What follows belongs to an exercise in optimizing a design on an open flow for a short achievable clock period and few clock cycles per item; a production flow would make more cautious choices. Only simulation tests tie the RTL to the original design; equivalence was not proved. Power and IR drop assume default switching activity.

## run.sh

```bash
#!/bin/bash
# synth_recipe.tcl (not shown) runs the flow's synth.tcl, then flattens the netlist and writes it again
# the make line also repeats each setting of config.mk as NAME=value (left out here)
make -C /OpenROAD-flow-scripts/flow DESIGN_CONFIG=/design/flow/config.mk WORK_HOME=/design/flow/orfs CLKGATE_MAP_FILE= SYNTH_SCRIPT=/design/flow/synth_recipe.tcl finish
```

## config.mk

```make
export PLATFORM = sky130hd
export DESIGN_NAME = linked_block_pool_allocator
export DESIGN_NICKNAME = linked_block_pool_allocator
export VERILOG_FILES = /design/flow/design.v
export SDC_FILE = /design/flow/constraint.sdc
export NUM_CORES = 4
export LEC_CHECK = 0
export ABC_CLOCK_PERIOD_IN_PS = 2500
export CAP_MARGIN = 20
export CORE_MARGIN = 2
export CORE_UTILIZATION = 25
export PLACE_DENSITY = 0.5
export SETUP_SLACK_MARGIN = 4.5
export SLEW_MARGIN = 20
export TNS_END_PERCENT = 50
```

## constraint.sdc

```tcl
create_clock -name core_clock -period 7.0 [get_ports {clk}]
set_input_delay 1.4000 -clock core_clock [delete_from_list [all_inputs] [get_ports {clk}]]
set_output_delay 1.4000 -clock core_clock [all_outputs]
set_load 0.01 [all_outputs]
```

## design.v

```verilog
package lbpa_pkg;
  localparam int POOL_BLOCKS = 64;
  localparam int IDX_W       = $clog2(POOL_BLOCKS);
  localparam int LINK_W      = IDX_W + 1;
  typedef logic [IDX_W-1:0]  idx_t;
  typedef logic [LINK_W-1:0] link_t;
  localparam link_t LINK_NONE = LINK_W'(POOL_BLOCKS);
  localparam logic [1:0] REQ_ALLOC      = 2'd0;
  localparam logic [1:0] REQ_FREE_ONE   = 2'd1;
  localparam logic [1:0] REQ_FREE_CHAIN = 2'd2;
  localparam logic STATUS_OK    = 1'b0;
  localparam logic STATUS_EMPTY = 1'b1;
endpackage
module linked_block_pool_allocator (
  input  logic       clk,
  input  logic       rst,
  input  logic       req_valid,
  output logic       req_stall,
  input  logic [1:0] req_type,
  input  logic [5:0] block_index,
  output logic       rsp_valid,
  input  logic       rsp_stall,
  output logic [6:0] result_index,
  output logic       status
);
  localparam int NB     = lbpa_pkg::POOL_BLOCKS;
  localparam int IDX_W  = lbpa_pkg::IDX_W;
  localparam int LINK_W = lbpa_pkg::LINK_W;
  localparam logic [LINK_W-1:0] NONE = lbpa_pkg::LINK_NONE;
  localparam logic [1:0] REQ_ALLOC      = lbpa_pkg::REQ_ALLOC;
  localparam logic [1:0] REQ_FREE_ONE   = lbpa_pkg::REQ_FREE_ONE;
  localparam logic [1:0] REQ_FREE_CHAIN = lbpa_pkg::REQ_FREE_CHAIN;
  localparam logic STATUS_OK    = lbpa_pkg::STATUS_OK;
  localparam logic STATUS_EMPTY = lbpa_pkg::STATUS_EMPTY;
  typedef logic [IDX_W-1:0]  idx_t;
  typedef logic [LINK_W-1:0] link_t;
  function automatic logic [NB-1:0] oh(input logic [LINK_W-1:0] l);
    oh = l[IDX_W] ? '0 : (NB'(1) << l[IDX_W-1:0]);
  endfunction
  function automatic logic [LINK_W-1:0] rd(input logic [NB*LINK_W-1:0] tab,
                                           input logic [NB-1:0] sel);
    rd = '0;
    for (int i = 0; i < NB; i++)
      rd = rd | (tab[i*LINK_W +: LINK_W] & {LINK_W{sel[i]}});
  endfunction
  link_t [NB-1:0] nxt_q, prv_q, nxt_d, prv_d;
  link_t          fh_q, fh_d, fn_q, fn_d;
  logic  [NB-1:0] fh_oh_q, fn_oh_q;
  logic           u_v_q, u_walk_q;
  logic [1:0]     u_type_q;
  idx_t           x_q;
  logic  [NB-1:0] x_oh_q;
  link_t          cp_q;       
  link_t          cnt_q;      
  logic [1:0]       q_v_q;
  logic [1:0][1:0]  q_type_q;
  idx_t [1:0]       q_b_q;
  logic             stall_q;
  logic       o0_v_q, o1_v_q;
  logic [7:0] o0_q, o1_q;
  logic       accept, pop, exec, rel, alc, cut, take, walk_d, ufree;
  link_t      nr, pr, fr, p, n, cnt_d, cp_d;
  logic [NB-1:0] p_oh, n_oh, nr_oh;
  logic [7:0] res;
  assign req_stall    = stall_q;
  assign rsp_valid    = o0_v_q;
  assign result_index = o0_q[6:0];
  assign status       = o0_q[7];
  assign accept = req_valid && !stall_q;
  assign pop    = o0_v_q && !rsp_stall;
  always_comb begin
    exec = u_v_q && (u_walk_q || !o1_v_q);
    take = exec && !u_walk_q;
    cut  = take && (u_type_q == REQ_FREE_CHAIN);
    rel  = (exec && u_walk_q) || cut || (take && (u_type_q == REQ_FREE_ONE));
    alc  = take && (u_type_q == REQ_ALLOC) && !fh_q[IDX_W];
    nr    = rd(nxt_q, x_oh_q);      
    pr    = rd(prv_q, x_oh_q);      
    fr    = rd(nxt_q, fn_oh_q);     
    nr_oh = oh(nr);
    p     = u_walk_q ? cp_q : pr;
    p_oh  = oh(p);
    if (cut && pr == LINK_W'(x_q)) begin
      n    = NONE;
      n_oh = '0;
    end else begin
      n    = nr;
      n_oh = nr_oh;
    end
    for (int i = 0; i < NB; i++) begin
      nxt_d[i] = nxt_q[i];
      prv_d[i] = prv_q[i];
      if ((rel && p_oh[i]) || (alc && fh_oh_q[i])) nxt_d[i] = nr;
      if ((rel || alc) && x_oh_q[i])                nxt_d[i] = fh_q;
      if (rel && n_oh[i])                           prv_d[i] = p;
      if (alc && fn_oh_q[i])                        prv_d[i] = NONE;
      if (rel && x_oh_q[i])                         prv_d[i] = NONE;
      if ((rel || alc) && fh_oh_q[i])               prv_d[i] = LINK_W'(x_q);
      if (alc && nr_oh[i])                          prv_d[i] = fh_q;
    end
    fh_d = fh_q;
    fn_d = fn_q;
    if (rel) begin
      fh_d = LINK_W'(x_q);
      fn_d = fh_q;
    end else if (alc) begin
      fh_d = fn_q;
      if (fn_q == LINK_W'(x_q))  fn_d = fh_q;
      else if (fn_q == fh_q)     fn_d = nr;
      else                       fn_d = fr;
    end
    cnt_d  = u_walk_q ? cnt_q + 1'b1 : LINK_W'(1);
    walk_d = (u_walk_q || cut) && rel && !n[IDX_W] && (cnt_d != NONE);
    cp_d = p;
    if (LINK_W'(x_q) == n) cp_d = NONE;
    if (fh_q == n)         cp_d = LINK_W'(x_q);
    unique case (u_type_q)
      REQ_ALLOC:      res = fh_q[IDX_W] ? {STATUS_EMPTY, NONE} : {STATUS_OK, fh_q};
      REQ_FREE_ONE:   res = {STATUS_OK, n};
      REQ_FREE_CHAIN: res = {STATUS_OK, p};
      default:        res = {STATUS_OK, NONE};
    endcase
    ufree = !u_v_q || (exec && !walk_d);
  end
  always_ff @(posedge clk) begin
    if (rst) begin
      for (int i = 0; i < NB; i++) begin
        nxt_q[i] <= LINK_W'(i + 1);
        prv_q[i] <= (i == 0) ? NONE : LINK_W'(i - 1);
      end
      fh_q     <= LINK_W'(0);
      fh_oh_q  <= NB'(1);
      fn_q     <= LINK_W'(1);
      fn_oh_q  <= NB'(2);
      u_v_q    <= 1'b0;
      u_walk_q <= 1'b0;
      q_v_q    <= '0;
      stall_q  <= 1'b0;
      o0_v_q   <= 1'b0;
      o1_v_q   <= 1'b0;
    end else begin
      nxt_q   <= nxt_d;
      prv_q   <= prv_d;
      fh_q    <= fh_d;
      fh_oh_q <= oh(fh_d);
      fn_q    <= fn_d;
      fn_oh_q <= oh(fn_d);
      if (!ufree) begin
        u_walk_q <= walk_d || u_walk_q && !exec;
        if (walk_d) begin
          x_q    <= n[IDX_W-1:0];
          x_oh_q <= n_oh;
        end
        if (accept) begin
          q_v_q[q_v_q[0]]    <= 1'b1;
          q_type_q[q_v_q[0]] <= req_type;
          q_b_q[q_v_q[0]]    <= block_index;
        end
        stall_q <= q_v_q[0] && accept || q_v_q[1];
      end else begin
        u_walk_q <= 1'b0;
        if (q_v_q[0]) begin
          u_v_q    <= 1'b1;
          u_type_q <= q_type_q[0];
          x_q      <= q_b_q[0];
          x_oh_q   <= oh(LINK_W'(q_b_q[0]));
          q_v_q[0]    <= q_v_q[1] || accept;
          q_type_q[0] <= q_v_q[1] ? q_type_q[1] : req_type;
          q_b_q[0]    <= q_v_q[1] ? q_b_q[1] : block_index;
          q_v_q[1]    <= q_v_q[1] && accept;
          q_type_q[1] <= req_type;
          q_b_q[1]    <= block_index;
          stall_q     <= q_v_q[1] && accept;
        end else begin
          u_v_q    <= accept;
          u_type_q <= req_type;
          x_q      <= block_index;
          x_oh_q   <= oh(LINK_W'(block_index));
          stall_q  <= 1'b0;
        end
      end
      if (pop) begin
        o0_v_q <= o1_v_q || take;
        o0_q   <= o1_v_q ? o1_q : res;
        o1_v_q <= o1_v_q && take;
        o1_q   <= res;
      end else if (take) begin
        if (!o0_v_q) begin
          o0_v_q <= 1'b1;
          o0_q   <= res;
        end else begin
          o1_v_q <= 1'b1;
          o1_q   <= res;
        end
      end
    end
  end
  always_ff @(posedge clk) begin
    if (rel) begin
      cnt_q <= cnt_d;
      cp_q  <= cp_d;
    end
  end
endmodule
```

==> results.ini, run 1 <==
[timing]
fin_crit_sh_pct=68.72
relSlewSlack_pct=2.665
layout_min_cycle_time_ns=4.810
hold_viol_final=0
max_freq_mhz=207.9
drv_slew=0
worst_pin_slew_ns=1.460
rsz0062_at_grt=true
whs_ns=0.5048
setup_violations=0
fin_tns_setup_ns=0
skew_ns=0.04334

[synthesis]
ys_warn_count=1
synth_top_cell_by_area=dfxtp_1
syn_avg_cell_area_um2=8.016
ys.flop_type=dfxtp_1
yosysTopAreaCellShare_pct=33.81
synth_seq_cells=1163
synth_nets=7732
yosysUniqueCellTypes=83
syn_area_um2=61880
synth_edf_count=118
netlist_top_cells_area=dfxtp_1, nand2_1, mux2i_1
synth-seq-area-share_pct=39.53
syn_inst=7719
async_flop_share_pct=0

[worst_setup_path]
reg2reg_depth=17
cp_data_arrival_time_ns=5.53
r2r-start=x_oh_q[4]$_DFFE_PP_
r2r_slack_ns=2.19
critPathLaunchType=flip-flop
crit_end=prv_q[183]$_SDFFE_PP0P_
r2r-end=prv_q[183]$_SDFFE_PP0P_
crit_required_ns=7.72
endpoint_kind=flip-flop
critPathLaunch=x_oh_q[4]$_DFFE_PP_
crit_type=reg -> reg
crit_path_max_fanout=7

[clock_network]
cts.clk_slew.worst_paths_ns=0.06
numCtsBuffers=146
cts_tree=built
cts_root_buf=clkbuf_16
cts_num_sinks=1163
clock_path_buffers=3
htreeDepth=4
clock_latency_ns=0.88

[routing]
drcViolationCount=0
vias=78968
vias_per_cell=6.839
drt_first_iter_violations=13606
drt-wirelength-per-cell_um=51.39
routed_wl_um=593400
ant_nets=0
drtPass1Iterations=7

[floorplan]
die-width_um=501.5
core_um2=245900
io_pins=22
start_util_pct=25.16
die-area_um2=251500
rows=182
die_y_um=501.5

[hold_path]
hold_path_class=reg -> reg
min_path_cells=2

[power]
p_int_w=0.01247
p_per_area_nw_per_um2=214.9
power_switching_w=0.006048
ir_worst_vdd_v=0.0002556
clkPwrFrac_pct=44.0
p_sw_share_pct=32.67
p_comb_share_pct=16.1
total_leakage_power_nw=31.12
seq_power_share_pct=39.8

[finish]
final_common_cell=nand2_1
multi_input_comb_area_um2=39790
fillers=24894
nets=8174
drive_above_1_share_pct=25.54
seqCellArea_um2=24500
area.growth.synth_to_final_pct=39.26
final_cell_mix=nand2_1, dfxtp_1, o21ai_0

[global_routing]
grt_first_pass_wirelength_um=738000
first_global_vias=68033
antenna_found_initial=64
grt_overflow=0
grt_max_degree=132
grt_usage_pct=44.68

[placed_design]
hpwl_um=411100
gp_congestion=1.090
port_buffers=21

[job]
max-cap-violations=0

[status]
outcome=finished clean

==> power by group through the flow <==
| stage | sequential, W | clock, W | combinational [W] |
|---|---|---|---|
| 3_5_place_dp | 0.00752 | 0 | 0.00222 |
| 4_1_cts | 0.00732 | 0.00813 | 0.00259 |
| 3_3_place_gp | 0.00753 | 0 | 0.00221 |
| 2_1_floorplan | 0.00714 | 0 | 0.00125 |
| 5_1_grt | 0.00732 | 0.00839 | 0.00297 |
| 6_report | 0.00737 | 0.00815 | 0.00299 |
==> cell usage after synthesis, types with 185 or more instances <==
cell type and n:
a21oi_1 248, a221oi_1 303, a22o_1 296, clkbuf_1 630
dfxtp_1 1045, mux2i_1 441, nand2_1 1440, nand3_1 313
nor2_1 366, o211ai_1 222, o21ai_0 754, o21ai_1 185
o22ai_1 470
==> registers in the layout, summed over array words and instances, names as in the netlist, 6 cells and up, named ones only <==
register / count
nxt_q: 448
prv_q: 448
fh_oh_q: 64
fn_oh_q: 64
x_oh_q: 64
o0_q: 8
o1_q: 8
cnt_q: 7
cp_q: 7
fh_q: 7
fn_q: 7
q_b_q: 6
x_q: 6
==> repair_timing <==
| item | in CTS | in global routing |
|---|---|---|
| hold buffers | 0 | 0 |
| setup endpoints to repair | 1236 | 1236 |
| gates resized for setup | 743 | 673 |
| cloned | 41 | 21 |
| setup buffers | 419 | 167 |
| pin swaps | 220 | 231 |
==> per-layer routing <==
| layer | up-vias | routed length (um) | GRT usage [%] |
|---|---|---|---|
| met3 | 2506 | 70400 | 15.00 |
| met2 | 7291 | 236200 | 64.11 |
| met1 | 39324 | 211600 | 51.66 |
| met4 | 16 | 75050 | 42.56 |
| li1 | 29831 | - | - |
| met5 | - | 137 | 0.01929 |
==> worst max-delay path, cell delays in order (launching register included) <==
cell and delay (ns):
edfxtp_1 0.43, buf_4 0.16, buf_6 0.13, buf_4 0.13, a22o_4 0.24, a221oi_4 0.41, nand4_1 0.31, or4_4 0.65
buf_4 0.19, xnor2_2 0.24, nand3_1 0.28, o211a_4 0.40, buf_12 0.20, buf_12 0.18, a21oi_4 0.27, buf_6 0.14
mux2i_1 0.17, o22ai_1 0.08
==> final cells by class <==
cell class              instances  area share (%)
diodes                         50          0.1452
clock buffers                 216           5.014
clock inverters                47          0.7565
inverters                      18          0.1118
multi-input cells            5766           46.17
flip-flops and latches       1163           28.43
well taps                    3220           4.675
repair buffers               1066           14.70
==> stage by stage <==
step / cell area [um2] / power (W) / setup WS (ns) / std cells / util (%)
2_1_floorplan: 63620 / 0.008396 / 3.344 / 7719 / -
4_1_cts: 81040 / 0.01805 / 2.438 / 11306 / 32.95
3_3_place_gp: 67460 / 0.009739 / 0.9374 / 10575 / 27.43
3_5_place_dp: 67600 / 0.009745 / 1.067 / 10583 / 27.49
5_1_grt: 86050 / 0.01868 / 2.280 / 11498 / 34.99
6_report: 86170 / 0.01851 / 2.190 / 11546 / 35.04
==> how the worst min path moves through the flow <==
stage | from | to | slack, ns
after floorplan | prv_q[413]$_SDFFE_PP0P_ | prv_q[413]$_SDFFE_PP0P_ | 0.44
after global placement | prv_q[118]$_SDFFE_PP0P_ | prv_q[118]$_SDFFE_PP0P_ | 0.50
after detailed placement | prv_q[97]$_SDFFE_PP0P_ | prv_q[97]$_SDFFE_PP0P_ | 0.50
after CTS | prv_q[97]$_SDFFE_PP0P_ | prv_q[97]$_SDFFE_PP0P_ | 0.51
after global routing | prv_q[216]$_SDFFE_PP0P_ | prv_q[216]$_SDFFE_PP0P_ | 0.55
final | prv_q[216]$_SDFFE_PP0P_ | prv_q[216]$_SDFFE_PP0P_ | 0.50
==> cell families after synthesis <==
family / share of synthesized area [%]
compound gates: 30.49
simple gates: 16.79
flops: 39.53
buf+inv: 5.093
mux: 7.593
xor+xnor: 0.4812
fa+ha+maj: 0.02022
Testbench counts, summed over its fixed seeds: cycles 62,961, requests 12,000.
==> inputs of run 2 (changes only) <==
--- a/design.v
+++ b/design.v
@@ -59,8 +59,10 @@
   logic       o0_v_q, o1_v_q;
   logic [7:0] o0_q, o1_q;
   logic       accept, pop, exec, rel, alc, cut, take, walk_d, ufree;
-  link_t      nr, pr, fr, p, n, cnt_d, cp_d;
-  logic [NB-1:0] p_oh, n_oh, nr_oh;
+  logic       w0c, w1, w1c;
+  link_t      nr, pr, fr, p, n, cnt_d, cnt0, cp_d, cp0;
+  link_t      p1, n1, n1r, cp1, xn;
+  logic [NB-1:0] p_oh, n_oh, nr_oh, p1_oh, n1_oh, xn_oh;
   logic [7:0] res;
   assign req_stall    = stall_q;
   assign rsp_valid    = o0_v_q;
@@ -97,6 +99,11 @@
       if (rel && x_oh_q[i])                         prv_d[i] = NONE;
       if ((rel || alc) && fh_oh_q[i])               prv_d[i] = LINK_W'(x_q);
       if (alc && nr_oh[i])                          prv_d[i] = fh_q;
+      if (w1 && p1_oh[i])                           nxt_d[i] = n1;
+      if (w1 && n_oh[i])                            nxt_d[i] = LINK_W'(x_q);
+      if (w1 && n1_oh[i])                           prv_d[i] = p1;
+      if (w1 && n_oh[i])                            prv_d[i] = NONE;
+      if (w1 && x_oh_q[i])                          prv_d[i] = n;
     end
     fh_d = fh_q;
     fn_d = fn_q;
@@ -109,11 +116,38 @@
       else if (fn_q == fh_q)     fn_d = nr;
       else                       fn_d = fr;
     end
-    cnt_d  = u_walk_q ? cnt_q + 1'b1 : LINK_W'(1);
-    walk_d = (u_walk_q || cut) && rel && !n[IDX_W] && (cnt_d != NONE);
-    cp_d = p;
-    if (LINK_W'(x_q) == n) cp_d = NONE;
-    if (fh_q == n)         cp_d = LINK_W'(x_q);
+    cnt0 = u_walk_q ? cnt_q + 1'b1 : LINK_W'(1);
+    w0c  = (u_walk_q || cut) && rel && !n[IDX_W] && (cnt0 != NONE);
+    cp0 = p;
+    if (LINK_W'(x_q) == n) cp0 = NONE;
+    if (fh_q == n)         cp0 = LINK_W'(x_q);
+    w1    = w0c;
+    p1    = cp0;
+    p1_oh = oh(p1);
+    n1r   = rd(nxt_q, n_oh);
+    if (n == LINK_W'(x_q)) n1 = fh_q;
+    else if (n == p)       n1 = n;
+    else                   n1 = n1r;
+    n1_oh = oh(n1);
+    w1c   = !n1[IDX_W] && (cnt0 + 1'b1 != NONE);
+    cp1   = p1;
+    if (n == n1)              cp1 = NONE;
+    if (LINK_W'(x_q) == n1)   cp1 = n;
+    if (w1) begin
+      fh_d   = n;
+      fn_d   = LINK_W'(x_q);
+      cnt_d  = cnt0 + 1'b1;
+      walk_d = w1c;
+      cp_d   = cp1;
+      xn     = n1;
+      xn_oh  = n1_oh;
+    end else begin
+      cnt_d  = cnt0;
+      walk_d = w0c;
+      cp_d   = cp0;
+      xn     = n;
+      xn_oh  = n_oh;
+    end
     unique case (u_type_q)
       REQ_ALLOC:      res = fh_q[IDX_W] ? {STATUS_EMPTY, NONE} : {STATUS_OK, fh_q};
       REQ_FREE_ONE:   res = {STATUS_OK, n};
@@ -148,8 +182,8 @@
       if (!ufree) begin
         u_walk_q <= walk_d || u_walk_q && !exec;
         if (walk_d) begin
-          x_q    <= n[IDX_W-1:0];
-          x_oh_q <= n_oh;
+          x_q    <= xn[IDX_W-1:0];
+          x_oh_q <= xn_oh;
         end
         if (accept) begin
           q_v_q[q_v_q[0]]    <= 1'b1;
==> config.mk (replaced) <==
export PLATFORM = sky130hd
export DESIGN_NAME = linked_block_pool_allocator
export DESIGN_NICKNAME = linked_block_pool_allocator
export VERILOG_FILES = /design/flow/design.v
export SDC_FILE = /design/flow/constraint.sdc
export NUM_CORES = 4
export LEC_CHECK = 0
export ABC_CLOCK_PERIOD_IN_PS = 3000
export CAP_MARGIN = 20
export CORE_MARGIN = 2
export CORE_UTILIZATION = 30
export PLACE_DENSITY = 0.55
export SETUP_SLACK_MARGIN = 3.5
export SLEW_MARGIN = 20
export TNS_END_PERCENT = 50
==> results.ini, run 2 <==
[synthesis]
yosysUniqueCellTypes=95  ; was 83
async_flop_share_pct=0  ; unchanged
netlist_top_cells_area=dfxtp_1, nor2_1, a21oi_1  ; was dfxtp_1, nand2_1, mux2i_1
yosys-top-cells-count=nor2_1, nand2_1, clkbuf_1  ; was nand2_1, dfxtp_1, o21ai_0
syn_area_um2=91870  ; was 61880 um2
yosys.cell_count.top_type=nor2_1  ; was nand2_1
yosysTopAreaCellShare_pct=22.77  ; was 33.81%
ys.flop_type=dfxtp_1  ; unchanged
synth-seq-area-share_pct=26.63  ; was 39.53%
synth_top_cell_by_area=dfxtp_1  ; unchanged
synth_nets=13316  ; was 7732
syn_avg_cell_area_um2=6.907  ; was 8.016 um2
syn_inst=13301  ; was 7719
synth_seq_cells=1163  ; unchanged
ys_warn_count=1  ; unchanged
synth_edf_count=118  ; unchanged

[status]
outcome=aborted with a tool error  ; was finished clean
error=[ERROR GRT-0116] Global routing finished with congestion. Check the congestion regions in the DRC Viewer.
lastStage=5_1_grt

[clock_network]
htreeDepth=4  ; unchanged
cts_root_buf=clkbuf_16  ; unchanged
numCtsBuffers=160  ; was 146
cts_hold_buf=0  ; unchanged
cts_num_sinks=1163  ; unchanged
clock_path_buffers=4  ; was 3

[floorplan]
start_util_pct=30.09  ; was 25.16%
rows=203  ; was 182
die-width_um=557.4  ; was 501.5 um
io_pins=22  ; unchanged
die_y_um=557.4  ; was 501.5 um

[global_routing]
grt_max_degree=127
grt_first_pass_wirelength_um=1730000
grt_usage_pct=80.74
first_global_vias=149050
grt_overflow=1062

[placed_design]
hpwl_um=876300  ; was 411100 um
port_buffers=21  ; unchanged
dp_cells=18470  ; was 10.58k
gp_congestion=1.282  ; was 1.090

run 2: cell types whose count changed after synthesis, sizes merged, moves of 127 or more:
cell	delta
clkbuf	+631
nor3	+260
a31oi	+127
nor2	+1642
a21oi	+876
a311oi	+142
a211oi	+375
nand3	+153
o22ai	-403
mux2i	-206
buf	+246
a22oi	+459
o32a	+142
run 2: logic make-up after synthesis:
| family | Yosys count | share of synthesized area [%] |
|---|---|---|
| mux | 310 | 3.478 |
| fa+ha+maj | 3 | 0.04086 |
| flops | 1163 | 26.63 |
| compound gates | 5238 | 39.03 |
| xor+xnor | 58 | 0.5530 |
| buf+inv | 1741 | 7.530 |
| simple gates | 4788 | 22.74 |
run 2: routing by layer:
| metal | GRT overflow | track usage [%] |
|---|---|---|
| met1 | 2 | 84.10 |
| met5 | 1 | 35.55 |
| met3 | 3 | 68.09 |
| met4 | 470 | 76.47 |
| met2 | 586 | 92.74 |
run 2: power groups by stage:
| stage | sequential [W] | clock (W) | combinational, W |
|---|---|---|---|
| 4_1_cts | 0.00734 | 0.00867 | 0.00822 |
| 3_5_place_dp | 0.00748 | 0 | 0.00779 |
| 3_3_place_gp | 0.00748 | 0 | 0.00779 |
| 2_1_floorplan | 0.00715 | 0 | 0.00298 |
run 2: what timing repair did:
item	4_1_cts
setup buffers	156
setup endpoints to repair	1244
gates resized for setup	487
gates cloned	31
pin swaps	178
run 2: worst max-delay path by stage:
stage                         endpoint  depth (start not counted)
2_1_floorplan      x_oh_q[0]$_DFFE_PP_                         16
3_3_place_gp      x_oh_q[36]$_DFFE_PP_                         26
3_5_place_dp      x_oh_q[36]$_DFFE_PP_                         26
4_1_cts        prv_q[441]$_SDFFE_PP0P_                         27
run 2: through the flow:
step | setup TNS [ns] | setup slack (ns) | instance area, um2
global placement | -284.80 | -1.168 | 117100
detailed placement | -209.09 | -0.8242 | 117200
floorplan | 0 | 1.538 | 92430
CTS | 0 | 0.5256 | 126400
Testbench counts of run 2, summed over its fixed seeds: cycles 37,040, requests 12,000.

==> what the ideal ports hide <==
In the flow no input, the clock included, has a driving cell. The finished layout below was timed again as built, in two steps.
Step 1, drivers: a clkbuf_16 drives clk and a buf_2 each remaining input, both assumed.
Step 2 moves the port delays by t, midway between the first and last clock arrival at a register: inputs arrive t later, outputs are due t later. That takes back most of the time a late clock gives input paths.
Slacks: ideal ports / drivers / drivers and shift; pairs: ideal ports / drivers.
run: run 1
t (ns): 0.949
setup slack, ns: 2.190 / 2.190 / 2.190
worst setup path after step 2: register to register
worst data-port slew with drivers (ns): 0.06
pins driven straight from the clock port: 1
After both steps run 1 still meets setup and hold. For run 1, drivers alone change the setup slack by 0.000 ns; drivers and shift together by 0.000 ns.
